Background: an optimization exercise with open tools, aiming at small area. Do not read the settings as production practice. The RTL was checked by simulation tests, not by an equivalence proof against the original design. No activity file was given, so power comes from the tool's default toggle rates.

JK:
Design teleop_drive_and_gimbal_command_unit, start of the top module:
module teleop_drive_and_gimbal_command_unit
(
    input  logic        i_clk,
    input  logic        i_rst_n,
    input  logic [39:0] s_axis_tdata,
    input  logic        s_axis_tvalid,
    output logic        s_axis_tready,
    output logic [87:0] m_axis_tdata,
    output logic        m_axis_tvalid,
    input  logic        m_axis_tready,
    input  logic        i_cfg_we,
    input  logic [2:0]  i_cfg_idx,
    input  logic [19:0] i_cfg_data
);
    logic [6:0]  r_thr;
    logic [19:0] r_fs;
    logic [12:0] r_pan_pl, r_pan_nl, r_tilt_pl, r_tilt_nl;    
    logic [7:0]  r_pan_mr, r_tilt_mr;                         
    localparam logic [19:0] D_THR = 20'd80;
    localparam logic [19:0] D_FS  = 20'd500000;
    localparam logic [19:0] D_PPL = 20'd28000;
    localparam logic [19:0] D_PNL = 20'd28000;
    localparam logic [19:0] D_TPL = 20'd18000;
    localparam logic [19:0] D_TNL = 20'd18000;
    wire        w_rst = ~i_rst_n;
    wire [19:0] w_d0  = i_cfg_data & {20{i_rst_n}};
    wire [19:0] w_d1  = i_cfg_data | {20{w_rst}};
    function automatic logic [19:0] f_dv(input logic [19:0] dflt, input logic [19:0] d0,
                                         input logic [19:0] d1);
        f_dv = (d0 & ~dflt) | (d1 & dflt);
    endfunction
    wire [7:0] w_wsel = {8{i_cfg_we}} & (8'd1 << i_cfg_idx);
    wire [19:0] w_dv_thr = f_dv(D_THR, w_d0, w_d1);
    wire [19:0] w_dv_fs  = f_dv(D_FS,  w_d0, w_d1);
    wire [19:0] w_dv_ppl = f_dv(D_PPL, w_d0, w_d1);
    wire [19:0] w_dv_pnl = f_dv(D_PNL, w_d0, w_d1);
    wire [19:0] w_dv_tpl = f_dv(D_TPL, w_d0, w_d1);
    wire [19:0] w_dv_tnl = f_dv(D_TNL, w_d0, w_d1);
    wire        w_mr_cap = w_rst | (|i_cfg_data[15:10]);
  ...
For scale: roughly 810 cells after synthesis, roughly 190 flip-flops, roughly 9700 um2 of cells after synthesis.
clock: 8.0 ns
lec_check: 0
cap_margin: 0
core_margin: 2
core_utilization: 65
gpl_timing_driven: 0
place_density: 0.75
slew_margin: 0
standard.sh (not shown) runs the stock make flow with config.mk's settings and CLKGATE_MAP_FILE= SYNTH_SCRIPT=/design/flow/synth_recipe.tcl, a recipe that flattens the netlist after the stock synthesis.
==> flow/flow/run.sh <==
#!/bin/bash
# Standard ORFS layout (the standard.sh) with these changes:
#  - port buffers use the smallest buffer, sky130_fd_sc_hd__buf_1, instead of the cell
#    buffer_ports picks by default (clkdlybuf4s50_1); every port still gets its buffer;
#  - the buffers abc inserted are removed at floorplan (global placement is not timing
#    driven here, which would otherwise remove them);
#  - clock tree synthesis without dummy loads, with small clock buffers and clusters of
#    at most 20 flip-flops.
set -euo pipefail
export BUFFER_PORTS_ARGS="-buffer_cell sky130_fd_sc_hd__buf_1"
export REMOVE_ABC_BUFFERS=1
export CTS_ARGS="-sink_clustering_enable -repair_clock_nets -dont_use_dummy_load -sink_clustering_size 20 -sink_clustering_max_diameter 60 -buf_list {sky130_fd_sc_hd__clkbuf_4 sky130_fd_sc_hd__clkbuf_8}"
bash standard.sh > standard_flow.log 2>&1
Input-level comparison between MS and JK:
--- a/flow/design.v
+++ b/flow/design.v
@@ -79,43 +79,45 @@
     wire       w_spin_l = w_spin & w_turn[7];
     wire [7:0] w_mag    = w_spin ? 8'd90 : f_abs8(w_thro);
     wire       w_fwd_r  = ~w_spin_r & (w_spin_l | ~w_thro[7]);
     wire       w_fwd_l  = ~w_spin_l & (w_spin_r | ~w_thro[7]);
     logic       r_busy;
     logic [6:0] r_cnt;
     logic       r_ovalid;
     logic       r_rf;         
+    logic [3:0] r_phi;        
     wire w_ofree  = ~r_ovalid | m_axis_tready;
-    wire w_start  = ~r_busy & s_axis_tvalid & w_ofree;
-    wire w_last   = (r_cnt == 7'd104);
+    wire w_start  = ~r_busy & s_axis_tvalid & w_ofree & (r_phi == 4'd0);
+    wire w_last   = (r_cnt == 7'd100);
     wire w_accept = r_busy & w_last & s_axis_tvalid;
     wire w_step   = r_busy & ~w_last;
-    wire w_hitc = (r_cnt[6:3] == 4'd2);
+    wire w_hitc = (r_cnt == 7'd29);
     wire w_ph1  = (r_cnt[6:3] == 4'd4);
     wire w_magw = (r_cnt >= 7'd20) & (r_cnt < 7'd28);
     wire w_ph2  = (r_cnt[6:4] == 3'd3);
     wire w_div  = r_cnt[6] & ~w_hold;
     wire w_dv1  = (r_cnt[5:0] == 6'd0);
-    wire w_pabs = (r_cnt[6:3] == 4'd12);
+    wire w_pabs = (r_cnt >= 7'd92) & (r_cnt < 7'd100);
     wire w_hold = (r_cnt >= 7'd92);
     wire w_rot1 = (r_cnt < 7'd15);
-    wire w_gsel = (r_cnt[6:3] == 4'd3);
-    wire w_gsgn = (r_cnt >= 7'd32) & (r_cnt < 7'd39);
+    wire w_gsel = (r_cnt >= 7'd44) & (r_cnt < 7'd52);
+    wire w_gsgn = (r_cnt >= 7'd52) & (r_cnt < 7'd59);
     always_ff @(posedge i_clk) begin
         if (w_rst) begin
             r_busy   <= 1'b0;
             r_ovalid <= 1'b0;
         end else begin
             if (w_start) r_busy <= 1'b1;
             else if (w_accept) r_busy <= 1'b0;
             if (w_accept) r_ovalid <= 1'b1;
             else if (m_axis_tready) r_ovalid <= 1'b0;
         end
         r_rf <= w_rst | (r_rf & ~w_accept);
+        r_phi <= (w_rst | (r_phi == 4'd14)) ? 4'd0 : r_phi + 4'd1;
     end
     always_ff @(posedge i_clk) begin
         if (w_start) r_cnt <= 7'd0;
         else if (w_step) r_cnt <= r_cnt + 7'd1;
     end
     logic       w_pan_ab;
     logic [35:0] r_p;
     logic        r_sat;
@@ -173,33 +175,32 @@
     endfunction
     wire w_pan_hit  = f_hit(w_pan,  r_pan_pos,  r_pan_pl,  r_pan_nl);
     wire w_tilt_hit = f_hit(w_tilt, r_tilt_pos, r_tilt_pl, r_tilt_nl);
     logic [7:0] r_o_tilt;                  
     logic       r_o_pneg, r_o_tneg;         
     logic       r_pan_seen, r_tilt_seen;    
     logic       r_o_phit, r_o_thit, r_o_fr, r_o_fl;
     wire [2:0] w_gi      = r_cnt[2:0];
-    wire       w_pan_g   = w_pan[w_gi]  & ~r_o_phit;
-    wire       w_tilt_g  = w_tilt[w_gi] & ~r_o_thit;
+    wire [7:0] w_pan_r   = {w_pan[3:0],  w_pan[7:4]};
+    wire [7:0] w_tilt_r  = {w_tilt[3:0], w_tilt[7:4]};
+    wire       w_pan_g   = w_pan_r[w_gi]  & ~r_o_phit;
+    wire       w_tilt_g  = w_tilt_r[w_gi] & ~r_o_thit;
     wire       w_pan_s7  = w_pan[7]  & ~r_o_phit;
     wire       w_tilt_s7 = w_tilt[7] & ~r_o_thit;
     assign     w_pan_ab  = w_pan_g ^ (w_pan_s7 & r_pan_seen);
-    wire       w_pan_cb  = (w_gsel & w_pan_g)  | (w_gsgn & w_pan_s7);
-    wire       w_tilt_cb = (w_gsel & w_tilt_g) | (w_gsgn & w_tilt_s7);
-    wire       w_pan_s   = r_pan_pos[0]  ^ w_pan_cb  ^ r_pan_c;
-    wire       w_tilt_s  = r_tilt_pos[0] ^ w_tilt_cb ^ r_tilt_c;
+    wire       w_pan_cb  = w_step & ((w_gsel & w_pan_g)  | (w_gsgn & w_pan_s7));
+    wire       w_tilt_cb = w_step & ((w_gsel & w_tilt_g) | (w_gsgn & w_tilt_s7));
     wire       w_rot2    = w_gsel | w_gsgn;
-    wire       w_rot     = w_step & (w_rot1 | w_rot2);
-    wire       w_clr     = w_rot1 & r_rf;
-    always_ff @(posedge i_clk) begin
-        if (w_rot) begin
-            r_pan_pos  <= {w_pan_s  & ~w_clr, r_pan_pos[14:1]};
-            r_tilt_pos <= {w_tilt_s & ~w_clr, r_tilt_pos[14:1]};
-        end
+    wire       w_pan_s   = r_pan_pos[0]  ^ w_pan_cb  ^ (r_pan_c  & w_rot2);
+    wire       w_tilt_s  = r_tilt_pos[0] ^ w_tilt_cb ^ (r_tilt_c & w_rot2);
+    wire       w_clr     = w_step & w_rot1 & r_rf;
+    always_ff @(posedge i_clk) begin
+        r_pan_pos  <= {w_pan_s  & ~w_clr, r_pan_pos[14:1]};
+        r_tilt_pos <= {w_tilt_s & ~w_clr, r_tilt_pos[14:1]};
         r_pan_c  <= w_step & w_rot2 &
                     ((r_pan_pos[0] & w_pan_cb) | (r_pan_c & (r_pan_pos[0] | w_pan_cb)));
         r_tilt_c <= w_step & w_rot2 &
                     ((r_tilt_pos[0] & w_tilt_cb) | (r_tilt_c & (r_tilt_pos[0] | w_tilt_cb)));
     end
     always_ff @(posedge i_clk) begin
         if (w_start) begin
             r_o_pneg <= w_pan[7];
### Flow results
- Diff MS..JK | aggregate negative setup slack | unchanged
- Relative to JK, the maximum clock rate of MS is lower by 0.66 MHz.
- The final routed wirelength across all metal layers was comparable across JK and MS.
- Arithmetic-cell share of the synthesized area counting full adders, half adders and majority gates in MS vs JK: up 1.3 points
- On final non-filler cell total, the higher figure sits with MS, not JK.
- Power dissipated in combinational cells of MS exceeds that of JK by more than a quarter.
- MS: power dissipated in sequential cells about 7% above JK
- MS against JK; number of logic inverters in the finished layout is up by a few percent.
- As far as height of the die is concerned, MS and JK perform about the same.
- JK and MS ended up with roughly the same core occupancy in the finished layout.
- Part of the power in combinational logic (MS over JK): increase, 4.2 points
- JK and MS ended up with nearly the same cell area.

========
Setup of alpha:
teleop_drive_and_gimbal_command_unit, a different RTL version from the one above (not shown whole).
For scale: about 200 flip-flops, roughly 160 I/O pins, about 9900 um^2 of cells after synthesis.
// teleop_drive_and_gimbal_command_unit
module teleop_drive_and_gimbal_command_unit
(
    input  logic        i_clk,
    input  logic        i_rst_n,
    input  logic [39:0] s_axis_tdata,
    input  logic        s_axis_tvalid,
    output logic        s_axis_tready,
    output logic [87:0] m_axis_tdata,
    output logic        m_axis_tvalid,
    input  logic        m_axis_tready,
    input  logic        i_cfg_we,
    input  logic [2:0]  i_cfg_idx,
    input  logic [19:0] i_cfg_data
);
    logic [6:0]  r_thr;
    logic [19:0] r_fs;
    logic [12:0] r_pan_pl, r_pan_nl, r_tilt_pl, r_tilt_nl;    
    logic [7:0]  r_pan_mr, r_tilt_mr;                         
    localparam logic [19:0] D_THR = 20'd80;
    localparam logic [19:0] D_FS  = 20'd500000;
    localparam logic [19:0] D_PPL = 20'd28000;
    localparam logic [19:0] D_PNL = 20'd28000;
    localparam logic [19:0] D_TPL = 20'd18000;
    localparam logic [19:0] D_TNL = 20'd18000;
    wire        w_rst = ~i_rst_n;
    wire [19:0] w_d0  = i_cfg_data & {20{i_rst_n}};
    wire [19:0] w_d1  = i_cfg_data | {20{w_rst}};
    function automatic logic [19:0] f_dv(input logic [19:0] dflt, input logic [19:0] d0,
                                         input logic [19:0] d1);
        f_dv = (d0 & ~dflt) | (d1 & dflt);
    endfunction
    wire [7:0] w_wsel = {8{i_cfg_we}} & (8'd1 << i_cfg_idx);
    wire [19:0] w_dv_thr = f_dv(D_THR, w_d0, w_d1);
    wire [19:0] w_dv_fs  = f_dv(D_FS,  w_d0, w_d1);
    wire [19:0] w_dv_ppl = f_dv(D_PPL, w_d0, w_d1);
    wire [19:0] w_dv_pnl = f_dv(D_PNL, w_d0, w_d1);
    wire [19:0] w_dv_tpl = f_dv(D_TPL, w_d0, w_d1);
    wire [19:0] w_dv_tnl = f_dv(D_TNL, w_d0, w_d1);
    wire        w_mr_cap = w_rst | (|i_cfg_data[15:10]);
    wire [7:0]  w_dv_mr  = {w_mr_cap, i_cfg_data[9:3] & {7{~w_mr_cap}}};
    always_ff @(posedge i_clk) begin
        if (w_rst | w_wsel[0]) r_thr     <= w_dv_thr[6:0];
        if (w_rst | w_wsel[1]) r_fs      <= w_dv_fs;
        if (w_rst | w_wsel[2]) r_pan_pl  <= w_dv_ppl[15:3];
        if (w_rst | w_wsel[3]) r_pan_nl  <= w_dv_pnl[15:3];
        if (w_rst | w_wsel[4]) r_tilt_pl <= w_dv_tpl[15:3];
  ...
Settings: LEC_CHECK=0, CAP_MARGIN=0, CORE_MARGIN=2, CORE_UTILIZATION=65, GPL_TIMING_DRIVEN=0, PLACE_DENSITY=0.75, SLEW_MARGIN=0; clock period 8.0 ns.
Scripts as last shown in full above: flow/flow/run.sh
Changes in beta relative to alpha:
diff --git a/flow/design.v b/flow/design.v
--- a/flow/design.v
+++ b/flow/design.v
@@ -152,67 +152,57 @@
     function automatic logic f_hit(input logic [7:0] g, input logic [14:0] pos,
                                    input logic [12:0] lim_p, input logic [12:0] lim_n);
         logic gt, lt;
         gt    = ~pos[14] & (pos[13] | f_gt13(pos[12:0], lim_p, 1'b0));
         lt    = pos[14] & (~pos[13] | f_gt13(~pos[12:0], lim_n, 1'b1));
         f_hit = (~g[7] & (|g[6:0]) & gt) | (g[7] & lt);
     endfunction
     wire w_pan_hit  = f_hit(w_pan,  r_pan_pos,  r_pan_pl,  r_pan_nl);
     wire w_tilt_hit = f_hit(w_tilt, r_tilt_pos, r_tilt_pl, r_tilt_nl);
-    logic [7:0] r_o_pan, r_o_tilt;         
-    logic       r_o_pneg, r_o_tneg;         
-    logic       r_pan_seen, r_tilt_seen;    
+    logic [7:0] r_o_pan, r_o_tilt;
     logic       r_o_phit, r_o_thit, r_o_fr, r_o_fl;
     wire [2:0] w_gi      = r_cnt[2:0];
-    wire       w_pan_g   = w_pan[w_gi];
-    wire       w_tilt_g  = w_tilt[w_gi];
-    wire       w_pan_cb  = ~r_o_phit & ((w_gsel & w_pan_g)  | (w_gsgn & w_pan[7]));
-    wire       w_tilt_cb = ~r_o_thit & ((w_gsel & w_tilt_g) | (w_gsgn & w_tilt[7]));
+    wire       w_pan_cb  = ~r_o_phit & ((w_gsel & w_pan[w_gi])  | (w_gsgn & w_pan[7]));
+    wire       w_tilt_cb = ~r_o_thit & ((w_gsel & w_tilt[w_gi]) | (w_gsgn & w_tilt[7]));
     wire       w_pan_s   = r_pan_pos[0]  ^ w_pan_cb  ^ r_pan_c;
     wire       w_tilt_s  = r_tilt_pos[0] ^ w_tilt_cb ^ r_tilt_c;
     wire       w_rot2    = w_gsel | w_gsgn;
     wire       w_rot     = w_step & (w_rot1 | w_rot2);
     wire       w_clr     = w_rot1 & r_rf;
     always_ff @(posedge i_clk) begin
         if (w_rot) begin
             r_pan_pos  <= {w_pan_s  & ~w_clr, r_pan_pos[14:1]};
             r_tilt_pos <= {w_tilt_s & ~w_clr, r_tilt_pos[14:1]};
         end
         r_pan_c  <= w_step & w_rot2 &
                     ((r_pan_pos[0] & w_pan_cb) | (r_pan_c & (r_pan_pos[0] | w_pan_cb)));
         r_tilt_c <= w_step & w_rot2 &
                     ((r_tilt_pos[0] & w_tilt_cb) | (r_tilt_c & (r_tilt_pos[0] | w_tilt_cb)));
     end
     always_ff @(posedge i_clk) begin
         if (w_start) begin
-            r_o_pneg <= w_pan[7];
-            r_o_tneg <= w_tilt[7];
+            r_o_pan  <= w_pan;
+            r_o_tilt <= w_tilt;
             r_o_fr   <= w_fwd_r;
             r_o_fl   <= w_fwd_l;
         end
-        if (w_step & w_gsel) begin
-            r_o_pan  <= {w_pan_g  ^ (w_pan[7]  & r_pan_seen),  r_o_pan[7:1]};
-            r_o_tilt <= {w_tilt_g ^ (w_tilt[7] & r_tilt_seen), r_o_tilt[7:1]};
-        end
-        r_pan_seen  <= w_step & w_gsel & (r_pan_seen  | w_pan_g);
-        r_tilt_seen <= w_step & w_gsel & (r_tilt_seen | w_tilt_g);
         if (w_step & w_hitc) begin
             r_o_phit <= w_pan_hit;
             r_o_thit <= w_tilt_hit;
         end
     end
-    wire [7:0] w_pan_abs  = r_o_pan;
-    wire [7:0] w_tilt_abs = r_o_tilt;
+    wire [7:0] w_pan_abs  = f_abs8(r_o_pan);
+    wire [7:0] w_tilt_abs = f_abs8(r_o_tilt);
     wire w_pan_big  = f_gt8(w_pan_abs,  r_pan_mr,  1'b0);
     wire w_tilt_big = f_gt8(w_tilt_abs, r_tilt_mr, 1'b0);
     wire [7:0] w_pan_rate  = (r_o_phit | w_pan_big)  ? 8'd0 : w_pan_abs;
     wire [7:0] w_tilt_rate = (r_o_thit | w_tilt_big) ? 8'd0 : w_tilt_abs;
     assign s_axis_tready = r_busy & w_last;
     assign m_axis_tvalid = r_ovalid;
     assign m_axis_tdata  = {2'b00,
                             w_tilt_big & ~r_o_thit, w_pan_big & ~r_o_phit,
                             r_o_thit, r_o_phit,
                             w_tilt_rate, 3'b000, w_pan_rate, 3'b000,
-                            ~r_o_tneg, ~r_o_pneg,
+                            ~r_o_tilt[7], ~r_o_pan[7],
                             r_p[27:0], r_p[27:0],
                             r_o_fl, r_o_fr};
 endmodule
==> summary.txt <==
beta packs its core tighter than alpha. beta vs alpha: met3 wire length up. Total met2 wirelength after detailed routing ended up about 11% higher on beta than on alpha. [compare] base=alpha new=beta: clock network fraction of total power saw a decrease; sequential share of layout area saw a decrease.

what the ideal ports hide:
How much do the figures lean on ideal ports? The routed layouts below were timed once more, with nothing changed but the port constraints. Step 1 sets driving cells, clkbuf_16 on the clock port and buf_2 on the other inputs (assumed; they add their load-dependent delay and slew). Step 2, shift: input delay + t, output delay - t, t = (earliest + latest rising clock arrival at the registers) / 2. This alone moves slack from input paths to output paths. Three values: ideal ports, drivers, drivers and shift; two values: the first two.
run | t, ns | setup slack, ns | hold WS [ns] | slew at the worst register clock pin (ns)
JK | 0.473 | 0.323 / 0.323 / 0.323 | 0.463 / 0.463 / 0.463 | 0.10 / 0.10
MS | 0.490 | 0.284 / 0.284 / 0.284 | 0.351 / 0.351 / 0.351 | 0.09 / 0.09
alpha | 0.492 | 0.317 / 0.323 / -0.169 | 0.450 / 0.450 / 0.450 | 0.10 / 0.10
beta | 0.479 | 0.351 / 0.351 / -0.109 | 0.478 / 0.478 / 0.478 | 0.12 / 0.12
With both steps, setup timing fails in alpha and beta, where it was met with ideal ports. For alpha, which loses most, drivers alone change the setup slack by +0.006 ns; drivers and shift together by -0.486 ns.
